What follows belongs to an exercise in optimizing a design on an open flow for small area, a short achievable clock period and few clock cycles per item; a production flow would make more cautious choices. The RTL was checked by simulation tests, not by an equivalence proof against the original design. Power figures rest on the tool's default switching activity, not on a simulated workload.

$ cat flow/config.mk
export PLATFORM = sky130hd
export DESIGN_NAME = keyed_packed_list_table_top
export DESIGN_NICKNAME = keyed_packed_list_table_top
export VERILOG_FILES = /design/flow/design.v
export SDC_FILE = /design/flow/constraint.sdc
export NUM_CORES = 8
export LEC_CHECK = 0
export CAP_MARGIN = 20
export CORE_MARGIN = 2
export CORE_UTILIZATION = 60
export PLACE_DENSITY = 0.72
export SETUP_SLACK_MARGIN = 3.8
export SLEW_MARGIN = 20
export SYNTH_HIERARCHICAL = 1
$ cat flow/constraint.sdc
create_clock -name core_clock -period 7.0 [get_ports {clk}]
set_input_delay 1.4000 -clock core_clock [delete_from_list [all_inputs] [get_ports {clk}]]
set_output_delay 1.4000 -clock core_clock [all_outputs]
set_load 0.01 [all_outputs]
$ cat flow/design.v
package kplt_pkg;
	localparam int DEPTH_DEF        = 64;
	localparam int PAYLOAD_BITS_DEF = 32;
	localparam int CMD_W  = 3;
	localparam int KEY_W  = 31;
	localparam int PAY_W  = 32;
	localparam int POS_W  = 6;
	localparam int STAT_W = 2;
	localparam int CNT_W  = 7;
	localparam logic [CMD_W-1:0] CMD_APPEND     = 3'd0;
	localparam logic [CMD_W-1:0] CMD_FIND       = 3'd1;
	localparam logic [CMD_W-1:0] CMD_REMOVE_KEY = 3'd2;
	localparam logic [CMD_W-1:0] CMD_REMOVE_IDX = 3'd3;
	localparam logic [CMD_W-1:0] CMD_READ_IDX   = 3'd4;
	localparam logic [STAT_W-1:0] STAT_OK        = 2'd0;
	localparam logic [STAT_W-1:0] STAT_NOT_FOUND = 2'd1;
	localparam logic [STAT_W-1:0] STAT_RANGE     = 2'd2;
	localparam logic [STAT_W-1:0] STAT_FULL      = 2'd3;
	typedef enum logic [1:0] {
		S_IDLE,
		S_MATCH,
		S_RESOLVE
	} state_t;
	typedef struct packed {
		logic             match_en;
		logic             by_key;
		logic             by_index;
		logic             append_en;
		logic             shift_en;
		logic [KEY_W-1:0] key;
		logic [POS_W-1:0] pos;
	} cell_ctl_t;
endpackage
module kplt_row #(
	parameter int W  = 63,
	parameter int KW = 31
) (
	input  logic          clk,
	input  logic          wr,
	input  logic          sh,
	input  logic          hold,
	input  logic [W-1:0]  new_x,
	input  logic [W-1:0]  nb,
	input  logic [KW-1:0] keyx,
	input  logic          eq_up,    
	input  logic          xeq_up,   
	input  logic          vld,      
	input  logic          app,      
	input  logic          x_load,
	input  logic          x_fire,
	input  logic          q_kw,     
	input  logic          q_kx,     
	output logic [W-1:0]  q,
	output logic          eq,
	output logic          xeq
);
	logic qc, mk;
	assign qc = sh ? eq_up : (wr ? q_kw : eq);
	assign mk = sh ? xeq_up : xeq;
	always_ff @(posedge clk) begin
		xeq <= x_load ? ((qc && vld) || (x_fire && app && q_kx)) : mk;
	end
	always_ff @(posedge clk) begin
		q <= ~(({W{wr}} & new_x) | ({W{sh}} & nb) | ({W{hold}} & q));
	end
	assign eq = q[W-1 -: KW] == keyx;
endmodule
module kplt_pair #(
	parameter int W  = 63,
	parameter int KW = 31
) (
	input  logic          clk,
	input  logic [1:0]    wr,
	input  logic [1:0]    sh,
	input  logic [1:0]    hold,
	input  logic [1:0]    oh,
	input  logic [W-1:0]  new_x,
	input  logic [W-1:0]  nb,       
	input  logic [KW-1:0] keyx,
	input  logic          eq_up,
	input  logic          xeq_up,
	input  logic [1:0]    vld,
	input  logic [1:0]    app,
	input  logic          x_load,
	input  logic          x_fire,
	input  logic          q_kw,
	input  logic          q_kx,
	output logic [W-1:0]  q0,       
	output logic          eq0,
	output logic [1:0]    xeq,
	output logic [W-1:0]  rdn
);
	logic [W-1:0] q1;
	logic         eq1;
	kplt_row #(.W(W), .KW(KW)) r0 (
		.clk(clk), .wr(wr[0]), .sh(sh[0]), .hold(hold[0]), .new_x(new_x), .nb(q1),
		.keyx(keyx), .eq_up(eq1), .xeq_up(xeq[1]), .vld(vld[0]), .app(app[0]),
		.x_load(x_load), .x_fire(x_fire), .q_kw(q_kw), .q_kx(q_kx),
		.q(q0), .eq(eq0), .xeq(xeq[0])
	);
	kplt_row #(.W(W), .KW(KW)) r1 (
		.clk(clk), .wr(wr[1]), .sh(sh[1]), .hold(hold[1]), .new_x(new_x), .nb(nb),
		.keyx(keyx), .eq_up(eq_up), .xeq_up(xeq_up), .vld(vld[1]), .app(app[1]),
		.x_load(x_load), .x_fire(x_fire), .q_kw(q_kw), .q_kx(q_kx),
		.q(q1), .eq(eq1), .xeq(xeq[1])
	);
	assign rdn = ~(({W{oh[0]}} & q0) | ({W{oh[1]}} & q1));
endmodule
module kplt_nand4 #(
	parameter int W = 63
) (
	input  logic [W-1:0] a, b, c, d,
	output logic [W-1:0] y
);
	assign y = ~(a & b & c & d);
endmodule
module kplt_nor4 #(
	parameter int W = 63
) (
	input  logic [W-1:0] a, b, c, d,
	output logic [W-1:0] y
);
	assign y = ~(a | b | c | d);
endmodule
module kplt_reg3 #(
	parameter int W = 78
) (
	input  logic         clk,
	input  logic         sa,
	input  logic         sb,
	input  logic         hold,
	input  logic [W-1:0] a,
	input  logic [W-1:0] b,
	output logic [W-1:0] q
);
	always_ff @(posedge clk) begin
		q <= ({W{sa}} & a) | ({W{sb}} & b) | ({W{hold}} & q);
	end
endmodule
module kplt_nor2 #(
	parameter int W = 63
) (
	input  logic [W-1:0] a, b,
	output logic [W-1:0] y
);
	assign y = ~(a | b);
endmodule
module kplt_nand2 #(
	parameter int W = 63
) (
	input  logic [W-1:0] a, b,
	output logic [W-1:0] y
);
	assign y = ~(a & b);
endmodule
module keyed_packed_list_table_top (
	input  logic                        clk,
	input  logic                        arst_n,
	input  logic                        req_valid,
	output logic                        req_ready,
	input  logic [kplt_pkg::CMD_W-1:0]  req_command,
	input  logic [kplt_pkg::KEY_W-1:0]  req_entry_key,
	input  logic [kplt_pkg::PAY_W-1:0]  req_entry_payload,
	input  logic [kplt_pkg::POS_W-1:0]  req_position,
	output logic                        rsp_valid,
	input  logic                        rsp_ready,
	output logic [kplt_pkg::STAT_W-1:0] rsp_status,
	output logic [kplt_pkg::POS_W-1:0]  rsp_found_position,
	output logic [kplt_pkg::KEY_W-1:0]  rsp_found_key,
	output logic [kplt_pkg::PAY_W-1:0]  rsp_found_payload,
	output logic [kplt_pkg::CNT_W-1:0]  rsp_entry_count
);
	localparam int N  = kplt_pkg::DEPTH_DEF;
	localparam int KW = kplt_pkg::KEY_W;
	localparam int PW = kplt_pkg::PAY_W;
	localparam int EW = KW + PW;
	localparam int RW = kplt_pkg::STAT_W + kplt_pkg::POS_W + EW + kplt_pkg::CNT_W;
	typedef logic [N-1:0] vec_t;
	logic          ph;
	vec_t          vld;             
	logic [6:0]    cnt;
	logic          rdy;             
	logic          rdy_n;           
	logic          rdy_o;           
	logic          q_v;
	logic [2:0]    q_cmd;
	logic [KW-1:0] q_keyx;          
	logic [PW-1:0] q_pay;
	logic [5:0]    q_pos;
	logic          x_v;
	logic [2:0]    x_cmd;
	logic          x_byk, x_byi, x_isrm, x_isapp;    
	logic [KW-1:0] x_key;
	logic [PW-1:0] x_pay;
	logic [5:0]    x_pos;
	vec_t          x_eq;            
	logic          w_v;
	vec_t          w_sh, w_wr, w_hold, w_oh;
	logic [EW-1:0] w_newx;          
	logic [1:0]    w_status;
	logic [6:0]    w_cnt;
	logic          w_found;
	logic          o0_v, o1_v, o2_v;
	logic [RW-1:0] o0, o1, o2;
	logic          room;            
	logic x_fire, x_load, pop;
	assign rdy = !rdy_n;
	assign x_fire = x_v && room;
	assign x_load = !x_v || x_fire;
	assign pop    = o0_v && rsp_ready;
	logic [KW-1:0] q_key;
	logic          q_kw, q_kx;
	assign q_key = q_keyx ^ {KW{ph}};
	assign q_kw = q_keyx == w_newx[EW-1:PW];
	assign q_kx = q_key == x_key;
	logic          by_key, by_idx, is_rm, is_app;
	vec_t          mk, incl, oh, ge, ge_i, dec, sh, app_vec;
	logic          found, full, app_ok, rm;
	logic [1:0]    status;
	logic [6:0]    cnt_n;
	vec_t          vld_n;
	assign by_key = x_byk;
	assign by_idx = x_byi;
	assign is_rm  = x_isrm;
	assign is_app = x_isapp;
	for (genvar i = 0; i < N; i++) begin : g_mk
		if (i == N - 1) begin : g_last
			assign mk[i] = !w_sh[i] && x_eq[i];
		end else begin : g_body
			assign mk[i] = w_sh[i] ? x_eq[i+1] : x_eq[i];
		end
	end
	vec_t pfx [7];
	assign pfx[0] = mk;
	for (genvar l = 0; l < 6; l++) begin : g_pl
		for (genvar i = 0; i < N; i++) begin : g_pi
			if (i >= (1 << l)) begin : g_or
				assign pfx[l+1][i] = pfx[l][i] | pfx[l][i-(1<<l)];
			end else begin : g_pass
				assign pfx[l+1][i] = pfx[l][i];
			end
		end
	end
	assign incl = pfx[6];
	for (genvar i = 0; i < N; i++) begin : g_dec
		assign dec[i]  = x_pos == 6'(i);
		assign ge_i[i] = 6'(i) >= x_pos;
	end
	always_comb begin
		if (by_key) begin
			oh    = mk & ~{incl[N-2:0], 1'b0};
			ge    = incl;
			found = incl[N-1];
		end else if (by_idx) begin
			oh    = dec & vld;
			ge    = ge_i;
			found = 7'(x_pos) < cnt;
		end else begin
			oh    = '0;
			ge    = '0;
			found = 1'b0;
		end
	end
	assign full    = vld[N-1];
	assign app_ok  = is_app && !full;
	assign rm      = is_rm && found;
	assign sh      = is_rm ? ge : '0;    
	assign app_vec = app_ok ? (~vld & {vld[N-2:0], 1'b1}) : '0;
	always_comb begin
		case (x_cmd)
			kplt_pkg::CMD_APPEND:     status = full ? kplt_pkg::STAT_FULL : kplt_pkg::STAT_OK;
			kplt_pkg::CMD_FIND,
			kplt_pkg::CMD_REMOVE_KEY: status = found ? kplt_pkg::STAT_OK : kplt_pkg::STAT_NOT_FOUND;
			kplt_pkg::CMD_REMOVE_IDX,
			kplt_pkg::CMD_READ_IDX:   status = found ? kplt_pkg::STAT_OK : kplt_pkg::STAT_RANGE;
			default:                  status = kplt_pkg::STAT_OK;
		endcase
	end
	always_comb begin
		if (app_ok) begin
			cnt_n = cnt + 7'd1;
			vld_n = {vld[N-2:0], 1'b1};
		end else if (rm) begin
			cnt_n = cnt - 7'd1;
			vld_n = {1'b0, vld[N-1:1]};
		end else begin
			cnt_n = cnt;
			vld_n = vld;
		end
	end
	logic [EW-1:0] new_x, rd_t, rd;
	logic [5:0]    w_pos;
	assign new_x = w_newx;
	logic [EW-1:0] pair_q0 [N/2];
	logic [N/2-1:0] pair_eq0;
	logic [EW-1:0] pair_rdn [N/2];
	logic [EW-1:0] rd8 [N/8];
	logic [EW-1:0] rd16n [N/16];
	logic [EW-1:0] rd32 [N/32];
	logic [EW-1:0] rd64n;
	for (genvar k = 0; k < N / 2; k++) begin : g_pair
		logic [EW-1:0] nb;
		logic          eq_up, xeq_up;
		if (k == N / 2 - 1) begin : g_tail
			assign nb     = '0;
			assign eq_up  = 1'b0;
			assign xeq_up = 1'b0;
		end else begin : g_body
			assign nb     = pair_q0[k+1];
			assign eq_up  = pair_eq0[k+1];
			assign xeq_up = x_eq[2*k+2];
		end
		kplt_pair #(.W(EW), .KW(KW)) u_pair (
			.clk   (clk),
			.wr    (w_wr[2*k +: 2]),
			.sh    (w_sh[2*k +: 2]),
			.hold  (w_hold[2*k +: 2]),
			.oh    (w_oh[2*k +: 2]),
			.new_x (new_x),
			.nb    (nb),
			.keyx  (q_keyx),
			.eq_up (eq_up),
			.xeq_up(xeq_up),
			.vld   (vld[2*k +: 2]),
			.app   (app_vec[2*k +: 2]),
			.x_load(x_load),
			.x_fire(x_fire),
			.q_kw  (q_kw),
			.q_kx  (q_kx),
			.q0    (pair_q0[k]),
			.eq0   (pair_eq0[k]),
			.xeq   (x_eq[2*k +: 2]),
			.rdn   (pair_rdn[k])
		);
	end
	for (genvar k = 0; k < N / 8; k++) begin : g_rd8
		kplt_nand4 #(.W(EW)) u_rd8 (
			.a(pair_rdn[4*k]), .b(pair_rdn[4*k+1]), .c(pair_rdn[4*k+2]), .d(pair_rdn[4*k+3]),
			.y(rd8[k])
		);
	end
	for (genvar k = 0; k < N / 16; k++) begin : g_rd16
		kplt_nor2 #(.W(EW)) u_rd16 (.a(rd8[2*k]), .b(rd8[2*k+1]), .y(rd16n[k]));
	end
	for (genvar k = 0; k < N / 32; k++) begin : g_rd32
		kplt_nand2 #(.W(EW)) u_rd32 (.a(rd16n[2*k]), .b(rd16n[2*k+1]), .y(rd32[k]));
	end
	kplt_nor2 #(.W(EW)) u_rd64 (.a(rd32[0]), .b(rd32[1]), .y(rd64n));
	assign rd_t = ~rd64n;
	always_comb begin
		w_pos = '0;
		for (int i = 0; i < N; i++) begin
			w_pos = w_pos | (w_oh[i] ? 6'(i) : 6'd0);
		end
	end
	assign rd = rd_t ^ {EW{w_found && ph}};
	logic [RW-1:0] res;
	assign res = {w_status, w_pos, rd, w_cnt};
	logic       q_v_n, x_v_n, w_v_n;
	logic [2:0] ov_s, ov_n;           
	assign q_v_n = rdy ? req_valid : q_v;
	assign x_v_n = x_load ? q_v : x_v;
	assign w_v_n = x_fire;
	assign ov_s = pop ? {1'b0, o2_v, o1_v} : {o2_v, o1_v, o0_v};
	assign ov_n = w_v ? {ov_s[1:0], 1'b1} : ov_s;
	logic room_n;
	assign room_n = !ov_n[2] && !(ov_n[1] && w_v_n);
	always_ff @(posedge clk or negedge arst_n) begin
		if (!arst_n) begin
			q_v  <= 1'b0;
			x_v  <= 1'b0;
			w_v  <= 1'b0;
			o0_v <= 1'b0;
			o1_v <= 1'b0;
			o2_v <= 1'b0;
			room <= 1'b1;
			rdy_n <= 1'b0;
			rdy_o <= 1'b1;
			cnt  <= '0;
			vld  <= '0;
			ph   <= 1'b0;
		end else begin
			q_v  <= q_v_n;
			x_v  <= x_v_n;
			w_v  <= w_v_n;
			{o2_v, o1_v, o0_v} <= ov_n;
			room <= room_n;
			rdy_n <= !(!q_v_n || !x_v_n || room_n);
			rdy_o <= !q_v_n || !x_v_n || room_n;
			ph   <= !ph;
			if (x_fire) begin
				cnt <= cnt_n;
				vld <= vld_n;
			end
		end
	end
	always_ff @(posedge clk) begin
		q_keyx <= rdy ? (req_entry_key ^ {KW{!ph}}) : ~q_keyx;
		if (rdy) begin
			q_cmd <= req_command;
			q_pay <= req_entry_payload;
			q_pos <= req_position;
		end
	end
	always_ff @(posedge clk) begin
		if (x_load) begin
			x_cmd   <= q_cmd;
			x_byk   <= (q_cmd == kplt_pkg::CMD_FIND) || (q_cmd == kplt_pkg::CMD_REMOVE_KEY);
			x_byi   <= (q_cmd == kplt_pkg::CMD_REMOVE_IDX) || (q_cmd == kplt_pkg::CMD_READ_IDX);
			x_isrm  <= (q_cmd == kplt_pkg::CMD_REMOVE_KEY) || (q_cmd == kplt_pkg::CMD_REMOVE_IDX);
			x_isapp <= q_cmd == kplt_pkg::CMD_APPEND;
			x_key <= q_key;
			x_pay <= q_pay;
			x_pos <= q_pos;
		end
	end
	always_ff @(posedge clk) begin
		w_sh     <= x_fire ? sh : '0;
		w_wr     <= x_fire ? app_vec : '0;
		w_oh     <= oh;
		w_newx   <= {x_key, x_pay} ^ {EW{!ph}};
		w_hold   <= x_fire ? ~(sh | app_vec) : '1;
		w_status <= status;
		w_cnt    <= cnt_n;
		w_found  <= found;
	end
	kplt_reg3 #(.W(RW)) u_o0 (
		.clk(clk), .sa(pop && o1_v), .sb(pop ? !o1_v : !o0_v), .hold(!pop && o0_v),
		.a(o1), .b(res), .q(o0)
	);
	kplt_reg3 #(.W(RW)) u_o1 (
		.clk(clk), .sa(pop && o2_v), .sb(pop ? !o2_v : !o1_v), .hold(!pop && o1_v),
		.a(o2), .b(res), .q(o1)
	);
	kplt_reg3 #(.W(RW)) u_o2 (
		.clk(clk), .sa(1'b0), .sb(pop || !o2_v), .hold(!pop && o2_v),
		.a(res), .b(res), .q(o2)
	);
	assign req_ready = rdy_o;
	assign rsp_valid = o0_v;
	assign {rsp_status, rsp_found_position, rsp_found_key, rsp_found_payload, rsp_entry_count} = o0;
endmodule
$ cat flow/run.sh
#!/bin/bash
# synth_recipe.tcl (not shown) runs the flow's synth.tcl, then flattens the netlist and writes it again
# the make line also repeats each setting of config.mk as NAME=value (left out here)
make -C /OpenROAD-flow-scripts/flow DESIGN_CONFIG=/design/flow/config.mk WORK_HOME=/design/flow/orfs CLKGATE_MAP_FILE= SYNTH_SCRIPT=/design/flow/synth_recipe.tcl finish
==> summary.md, run 1 <==
| Metric | Value |
|---|---|
| CP required | `7.97 ns` |
| Detailed placement HPWL | `545000 um` |
| Worst slew margin | `6.94%` |
| CTS tree | `yes` |
| Final wirelength | `822000 um` |
| Worst path bufs/invs | `1` |
| Clk_skew | `0.0514 ns` |
| Post-Place Cells | `22700` |
| Port Buf Inserts | `155` |
| Min Tclk post-route | `3.40 ns` |
| Post-layout net count | `18700` |
| Ys Warns | `16` |
| Die ar. | `0.372 mm^2` |
| Slew @ Worst Pin | `1.38 ns` |
| Core Region | `0.366 mm^2` |
| Period utilization | `48.5%` |
| Number of global-route vias before repair | `182000` |
| Largest area contributor in the netlist | `dfxtp_1` |
| Initial Util | `60.2%` |
| Post-Synthesis Cells | `19200` |
| Num ports | `156` |
| Hold Crit Class | `primary input to async pin` |
| Die Y | `610 um` |
| Synth top area share | `42.1%` |
| Hold_buf cts | `0` |
| Final setup viols | `0` |
| Largest net degree at the start of global routing | `169` |
| GP Congestion | `1.05` |
| Asr flop ratio synth | `1.66%` |
| CP Cell Sequence | `inv_1, nor2_1, nand3_1, nor2_2, nand4_1, o21ai_0` |
| FF+latch count, synth | `4888` |
| Antenna violations before repair | `27` |
| Non-filler instance count after layout | `23900` |
| Post-Syn Area | `0.220 mm^2` |
| Synth Flop Type | `dfxtp_1` |
| Post-synthesis sequential area ratio | `45.5%` |
| Leak | `94.1 nW` |
| Total gr overflow | `0` |
| Worst Path Arrival | `4.36 ns` |
| Width of the die | `610 um` |
| Via count | `196000` |
| DRT iter0 DRCs | `44400` |
| Status | `timing/DRC/antenna clean` |
| Slowest CP cell | `edfxtp_1` |
| WL per Instance | `34.4 um` |
| Layout area overhead | `10.4%` |
| CP Launch Type | `register` |
| Vias per Instance | `8.20` |
| Pwr Density | `563 mW/mm^2` |
| Most common cell in the netlist | `dfxtp_1` |
| Synthesized area per cell | `11.5 um^2` |
| Commonest cells in the synthesized netlist | `4626 x dfxtp_1, 4266 x a222oi_1, 1920 x a22oi_2` |
| Crit-path max FO | `11` |
| CTS max path bufs | `4` |
| Post-route setup TNS | `0 ns` |
| DRC violations left | `0` |
| H-tree depth | `6` |
| 1st-pass router iterations | `17` |
| Fmax | `0.294 GHz` |
| WS Path Type | `register to register` |
| RSZ-0062 raised after global routing | `true` |
| Skew-Pair Late Insertion Delay | `1.07 ns` |
| CP top delay family | `simple AND/OR/NAND/NOR gates` |
| Netlist cell types | `85` |
| First-pass GRT wire length | `1200000 um` |
| Clock root buffer | `clkbuf_16` |
| Synth area leaders | `dfxtp_1 42%, a222oi_1 19%, a22oi_2 11%, xor2_1 5.6%, xnor2_1 3.4%` |
| Row Count | `222` |
| Post-synth EDFFs | `181` |
| # clock sinks | `4888` |
| Total GRT Usage | `41.3%` |
| ANT nets after route | `0` |
| Final max-slew violation count | `0` |
| Maximum vdd drop | `799 uV` |
| TritonCTS Buffers | `523` |
| Layout cell share with drive strength beyond 1 | `21.4%` |
| CP Capture Type | `register` |
| Clk slew on worst S/H paths | `0.06 ns` |
| Final Hold Vio Count | `0` |
| Fillcell total | `28100` |
| Slowest stage delay, CP | `0.93 ns` |
| Max_cap viols | `0` |
[where the power goes]
part | switching [W] | leakage, nW | internal (W)
clock | 0.0119 | 8.55 | 0.0164
combinational | 0.0280 | 43.6 | 0.0189
sequential | 0.0185 | 41.9 | 0.0432
total | 0.0584 | 94.1 | 0.0785
[cells by family after synthesis]
family                     Yosys count  synth area share (%)
DFF                               4888                  45.5
other                                1               0.00170
AOI/OAI and AO/OA                 6841                  32.4
and+or+nand+nor                   2805                  7.30
muxes                               33                 0.157
adders and majority gates            7                0.0398
xor gates and xnor gates          2248                  8.94
buffers and inverters             2372                  5.73
[cell type report]
class / count / area [um^2] / area share, %
Multi-Input combinational cell: 12000 / 109000 / 45.0
Antenna cell: 10 / 25.0 / 0.0103
Sequential cell: 4888 / 101000 / 41.5
Clock buffer: 784 / 15600 / 6.43
Inverter: 401 / 1510 / 0.623
Tap cell: 4816 / 6030 / 2.48
Timing Repair Buffer: 829 / 8120 / 3.34
Clock inverter: 150 / 1730 / 0.711
[repair_timing]
action                     CTS  global route
resized for setup          353           156
setup endpoints to repair  478           304
cloned                       5             5
pin swaps                   57            23
buffers inserted            82           129
[through the flow]
step	power, W	setup slack [ns]	util (%)	hold WS (ns)	instance area [um^2]
3_5_place_dp	0.104	2.69	60.5	0.405	221000
2_1_floorplan	0.0872	3.30	-	0.400	221000
4_1_cts	0.133	3.79	66.0	0.333	241000
6_report	0.137	3.60	66.5	0.358	243000
5_1_grt	0.142	3.66	66.5	0.390	243000
3_3_place_gp	0.102	2.78	60.5	0.401	221000
[worst reg2reg max path, delay by kind of cell, from the launching register on]
kind                   cells  cell delay, ns
and+or+nand+nor            4            2.01
DFF                        1            0.93
buffers and inverters      1            0.23
AOI/OAI and AO/OA          1            0.13
[flip-flops by register name (all words and copies together), names as in the netlist, 78 cells and up]
signal and flops:
g_pair.u_pair.r0.q 2016, g_pair.u_pair.r1.q 2016, u_o0.q 78, u_o1.q 78
u_o2.q 78
[layer usage]
layer / vias up / part of all wire [%] / global-route usage, %
met3: 2452 / 14 / 10.7
met4: 22 / 6.9 / 24.9
li1: 80700 / - / -
met2: 15200 / 43 / 62.3
met5: - / 0.018 / 0
met1: 97500 / 36 / 53.1
[cells in the final DEF (no fill, tap or decap), drive strengths merged, types with 34 or more instances in the layout]
master and count:
dfxtp 4626, a222oi 4266, a22oi 2019, xor2 1400
nand4 853, xnor2 848, clkbuf 795, nor2 670
buf 664, nor4 561, inv 427, nand2 232
edfxtp 181, a21oi 174, o21ai 137, nand2b 98
nor2b 97, clkinv 93, dfrtp 79, dlygate4sd2 77
clkdlybuf4s50 74, or3 70, or2 69, a211o 67
conb 67, nand3 63, o221a 61, nor3 34
[worst paths after layout]
kind	startpoint	to	slack (ns)	cells past startpoint
max	x_byi	w_oh[61]	3.60	6
min	arst_n	ph	0.36	1
max reg2reg	x_byi	w_oh[61]	3.60	6
min reg2reg	q_pay[3]	x_pay[3]	0.41	0
max in group asynchronous	arst_n	vld[15]	5.21	2
min in group core_clock	q_pay[3]	x_pay[3]	0.41	0
Testbench counts, summed over its fixed seeds: cycles 4,832, items 4,800.
==> run 2, diff against run 1 <==
--- a/flow/design.v
+++ b/flow/design.v
@@ -155,2 +155,15 @@
 endmodule
+module kplt_reg2 #(
+	parameter int W = 8
+) (
+	input  logic         clk,
+	input  logic         load,
+	input  logic         hold,
+	input  logic [W-1:0] d,
+	output logic [W-1:0] q
+);
+	always_ff @(posedge clk) begin
+		q <= ({W{load}} & d) | ({W{hold}} & q);
+	end
+endmodule
 module keyed_packed_list_table_top (
@@ -198,2 +211,3 @@
 	vec_t          w_sh, w_wr, w_hold, w_oh;
+	vec_t          w_ohn;           
 	logic [EW-1:0] w_newx;          
@@ -352,3 +366,3 @@
 		for (int i = 0; i < N; i++) begin
-			w_pos = w_pos | (w_oh[i] ? 6'(i) : 6'd0);
+			w_pos = w_pos | (!w_ohn[i] ? 6'(i) : 6'd0);
 		end
@@ -376,4 +390,4 @@
 			room <= 1'b1;
-			rdy_n <= 1'b0;
-			rdy_o <= 1'b1;
+			rdy_n <= 1'b1;
+			rdy_o <= 1'b0;          
 			cnt  <= '0;
@@ -404,12 +418,18 @@
 	end
+	kplt_reg2 #(.W(13)) u_xctl (
+		.clk  (clk),
+		.load (x_load),
+		.hold (!x_load),
+		.d    ({q_cmd,
+		        (q_cmd == kplt_pkg::CMD_FIND) || (q_cmd == kplt_pkg::CMD_REMOVE_KEY),
+		        (q_cmd == kplt_pkg::CMD_REMOVE_IDX) || (q_cmd == kplt_pkg::CMD_READ_IDX),
+		        (q_cmd == kplt_pkg::CMD_REMOVE_KEY) || (q_cmd == kplt_pkg::CMD_REMOVE_IDX),
+		        q_cmd == kplt_pkg::CMD_APPEND,
+		        q_pos}),
+		.q    ({x_cmd, x_byk, x_byi, x_isrm, x_isapp, x_pos})
+	);
 	always_ff @(posedge clk) begin
 		if (x_load) begin
-			x_cmd   <= q_cmd;
-			x_byk   <= (q_cmd == kplt_pkg::CMD_FIND) || (q_cmd == kplt_pkg::CMD_REMOVE_KEY);
-			x_byi   <= (q_cmd == kplt_pkg::CMD_REMOVE_IDX) || (q_cmd == kplt_pkg::CMD_READ_IDX);
-			x_isrm  <= (q_cmd == kplt_pkg::CMD_REMOVE_KEY) || (q_cmd == kplt_pkg::CMD_REMOVE_IDX);
-			x_isapp <= q_cmd == kplt_pkg::CMD_APPEND;
 			x_key <= q_key;
 			x_pay <= q_pay;
-			x_pos <= q_pos;
 		end
@@ -420,2 +440,3 @@
 		w_oh     <= oh;
+		w_ohn    <= ~oh;
 		w_newx   <= {x_key, x_pay} ^ {EW{!ph}};
--- a/flow/config.mk
+++ b/flow/config.mk
@@ -10,2 +10,4 @@
 export CORE_UTILIZATION = 60
+export CTS_CLUSTER_DIAMETER = 60
+export CTS_CLUSTER_SIZE = 40
 export PLACE_DENSITY = 0.72
==> run 2 against run 1 <==
Synthesized cell count rose by 0.66%. Critical path type unchanged. Highest routed layer unchanged. Clock-buffer cell count fell by 370. Sequential power fell by 0.6%. Still clean. Via count down 2.4%. Sequential share of layout area increased by 1.1 points.
==> summary.md, run 2 <==
| Metric | Value |
|---|---|
| Comb power frac | `34.0%` |
| Die ar. | `0.374 mm^2` |
| Via count | `191000` |
| TritonCTS Buffers | `372` |
| CP most frequent cell | `nor4_1` |
| Hold_buf cts | `0` |
| Multi-input logic area | `0.109 mm^2` |
| # clock sinks | `4951` |
| Synthesized area per cell | `11.5 um^2` |
| Most common cell after layout, fill and taps aside | `dfxtp_1` |
| Post-route setup TNS | `0 ns` |
| Post-Synthesis Cells | `19300` |
| Final Cell Area | `0.239 mm^2` |
| ANT nets after route | `0` |
| Largest regs | `g_pair.u_pair.r0.q: 2016 flops, g_pair.u_pair.r1.q: 2016 flops` |
| Pre-CTS WS | `2.32 ns` |
| Pwr Density | `538 mW/mm^2` |
| Sequential cell area | `0.102 mm^2` |
| Width of the die | `612 um` |
| Largest net degree at the start of global routing | `206` |
| Layout cell share with drive strength beyond 1 | `20.5%` |
| Sw frac | `43.5%` |
| Max_cap viols | `0` |
| CP required | `7.87 ns` |
| Total gr overflow | `0` |
| Clock root buffer | `clkbuf_16` |
| CP Launch Type | `register` |
| Crit-path max FO | `68` |
| Total Power | `0.129 W` |
| Asr flop ratio synth | `1.64%` |
| Largest area contributor in the netlist | `dfxtp_1` |
| Layout area overhead | `8.08%` |
| 1st-pass router iterations | `22` |
| Detailed placement HPWL | `521000 um` |
| Final setup viols | `0` |
| FF+latch count, synth | `4951` |
| WL per Instance | `32.7 um` |
| Antenna violations before repair | `17` |
| WS Path Type | `register to register` |
| Post-synth EDFFs | `168` |
| Clk slew on worst S/H paths | `0.09 ns` |
| CTS max path bufs | `4` |
| Die Y | `612 um` |
| Most frequent cells in the layout | `4348 x dfxtp_1, 4266 x a222oi_1, 1920 x a22oi_2` |
| Clk pwr share | `18.5%` |
| CP Cell Sequence | `buf_12, xor2_1, nor4_1, nand4_1, nor4_4, nor2b_1, nor4_1, a211o_1` |
| Initial Util | `60.1%` |
| Fmax | `0.301 GHz` |
| Worst Path Arrival | `4.19 ns` |
| Commonest cells in the synthesized netlist | `4702 x dfxtp_1, 4266 x a222oi_1, 1920 x a22oi_2` |
| GP Congestion | `1.02` |
| Num ports | `156` |
| Clk_skew | `0.0530 ns` |
| Post-Syn Area | `0.222 mm^2` |
| Final core utilization | `65.0%` |
| Hold Crit Class | `primary input to async pin` |
| Vias per Instance | `8.08` |
| First-pass GRT wire length | `1140000 um` |
| Psw | `0.0561 W` |
| H-tree depth | `5` |
| Period utilization | `47.5%` |
| Leak | `92.1 nW` |
| Status | `timing/DRC/antenna clean` |
| Number of global-route vias before repair | `177000` |
| Synth Flop Type | `dfxtp_1` |
| Total GRT Usage | `38.5%` |
| Ys Warns | `17` |
| Cell Area, Placed | `0.222 mm^2` |
| Slowest stage delay, CP | `0.62 ns` |
| Final Hold Vio Count | `0` |
| Synth area leaders | `dfxtp_1 42%, a222oi_1 19%, a22oi_2 11%, xor2_1 5.5%, xnor2_1 3.4%` |
| Slowest CP cell | `nor4_1` |
| DRC violations left | `0` |
| P_int | `0.0727 W` |
| CTS tree | `yes` |
| Worst slew margin | `19.1%` |
| Netlist cell types | `83` |
| PnR worst setup slack | `3.68 ns` |
| Final max-slew violation count | `0` |
| Post-layout net count | `18600` |
| Row Count | `223` |
| Final wirelength | `773000 um` |
| Sequential Power Share | `47.5%` |
| Most common cell in the netlist | `dfxtp_1` |
| CP Capture Type | `register` |
| Min Tclk post-route | `3.32 ns` |
| Slew @ Worst Pin | `1.21 ns` |
| Fillcell total | `29000` |
| RSZ-0062 raised after global routing | `true` |
| DRT iter0 DRCs | `43000` |
| Skew-Pair Late Insertion Delay | `1.02 ns` |
| Core Region | `0.368 mm^2` |
| Post-synthesis sequential area ratio | `45.7%` |
| Maximum vdd drop | `477 uV` |
| Port Buf Inserts | `155` |
| Synth top area share | `42.5%` |
## run 2: cell types whose count changed after synthesis, moves of 22 or more
| cell | before | now |
|---|---|---|
| dfxtp_1 | 4626 | 4702 |
| a2bb2oi_1 | 0 | 61 |
| o22ai_1 | 2 | 63 |
| o221a_1 | 59 | 0 |
| or3_1 | 66 | 8 |
| inv_1 | 398 | 445 |
| nor2_1 | 670 | 705 |
| o21ai_0 | 133 | 101 |
| a32oi_1 | 0 | 23 |
| nand2_1 | 232 | 210 |
## run 2: area by class of cell
type	count	area share, %
multi-input combinational	12000	45.5
sequential	4951	42.6
clock buffer	414	4.15
timing repair buffer	709	2.98
tap	4837	2.53
clock inverter	285	1.51
inverter	446	0.705
antenna	9	0.00941
## run 2: timing repair
item	CTS	global route
endpoints found under the setup margin	575	295
buffers inserted	48	91
pin swaps	19	22
cloned	2	10
resized for setup	316	166
## run 2: cells by family (layout without fill, tap and decap cells)
group,count (synthesis),in the layout,share of synthesized area (%)
multiplexers,44,44,0.216
other,1,76,0.00169
XOR/XNOR,2248,2248,8.89
adder cells (fa/ha/maj),7,7,0.0395
buffers and inverters,2415,1854,5.74
AO/OA/AOI/OAI,6874,6874,32.3
AND/OR/NAND/NOR,2782,2783,7.17
flip-flops,4951,4951,45.7
## run 2: path summary, 6_finish.rpt
path	from	end	slack (ns)	cells after the start
worst max-delay path	q_keyx[16]	g_pair[5].u_pair.r1.xeq	3.68	8
min in group core_clock	q_pay[13]	x_pay[13]	0.42	0
worst max register to register	q_keyx[16]	g_pair[5].u_pair.r1.xeq	3.68	8
max in group asynchronous	arst_n	vld[15]	5.38	2
worst min-delay path	arst_n	vld[58]	0.38	1
worst min register to register	q_pay[13]	x_pay[13]	0.42	0
## run 2: power by group through the flow
stage | registers (W) | logic, W | clock network, W
after floorplan | 0.0584 | 0.0276 | 0
after global placement | 0.0605 | 0.0392 | 0
after detailed placement | 0.0609 | 0.0405 | 0
after CTS | 0.0605 | 0.0415 | 0.0240
after global routing | 0.0628 | 0.0468 | 0.0251
final | 0.0612 | 0.0438 | 0.0239
## run 2: worst max-delay path, delay by kind of cell (launching register included)
family,cells,cell delay [ns]
buffers and inverters,1,0.35
AND/OR/NAND/NOR,5,1.86
flip-flops,1,0.36
XOR/XNOR,1,0.14
AO/OA/AOI/OAI,1,0.14
## run 2: stage by stage
step                      hold slack (ns)  cells
after floorplan                     0.400  19400
after global placement              0.403  22800
after detailed placement            0.405  22800
after CTS                           0.344  23600
after global routing                0.410  23700
final                               0.377  23700
## run 2: routing by layer
layer / up-vias / global-route usage [%] / part of all wire (%)
met5: - / 0.0258 / 0.0096
met4: 12 / 17.5 / 5.3
met3: 1827 / 6.99 / 12
met2: 13300 / 60.1 / 45
met1: 95600 / 51.9 / 39
li1: 80400 / - / -
Testbench counts of run 2, summed over its fixed seeds: cycles 4,832, items 4,800.

[afterwards: timing with drivers on the ports]
No port has a modelled driver above. Below, the same layouts with a new extraction and two added sets of constraints. Step 1: set_driving_cell puts a clkbuf_16 on clk and a buf_2 on each other input, an assumption about the parent block. Step 2 adds t to the input delays and takes it off the output delays; t is the mean of the earliest and latest rising clock arrival at the registers after step 1. Input paths then give back, and output paths get back, about the clock's delay inside the block. Three values: no drivers, after step 1, after step 2; two values: the first two.
run | t, ns | setup WS [ns] | hold WS [ns] | latest minus earliest clock arrival (ns) | worst data-port slew with drivers (ns)
run 1 | 1.175 | 3.602 / 3.602 / 2.970 | 0.358 / 0.255 / 0.409 | 0.052 / 0.053 | 0.09
run 2 | 1.111 | 3.677 / 3.677 / 2.814 | 0.377 / 0.286 / 0.418 | 0.062 / 0.062 | 0.09
After both steps every run listed still meets setup and hold. For run 2, which loses most, drivers alone change the setup slack by 0.000 ns; drivers and shift together by -0.863 ns.
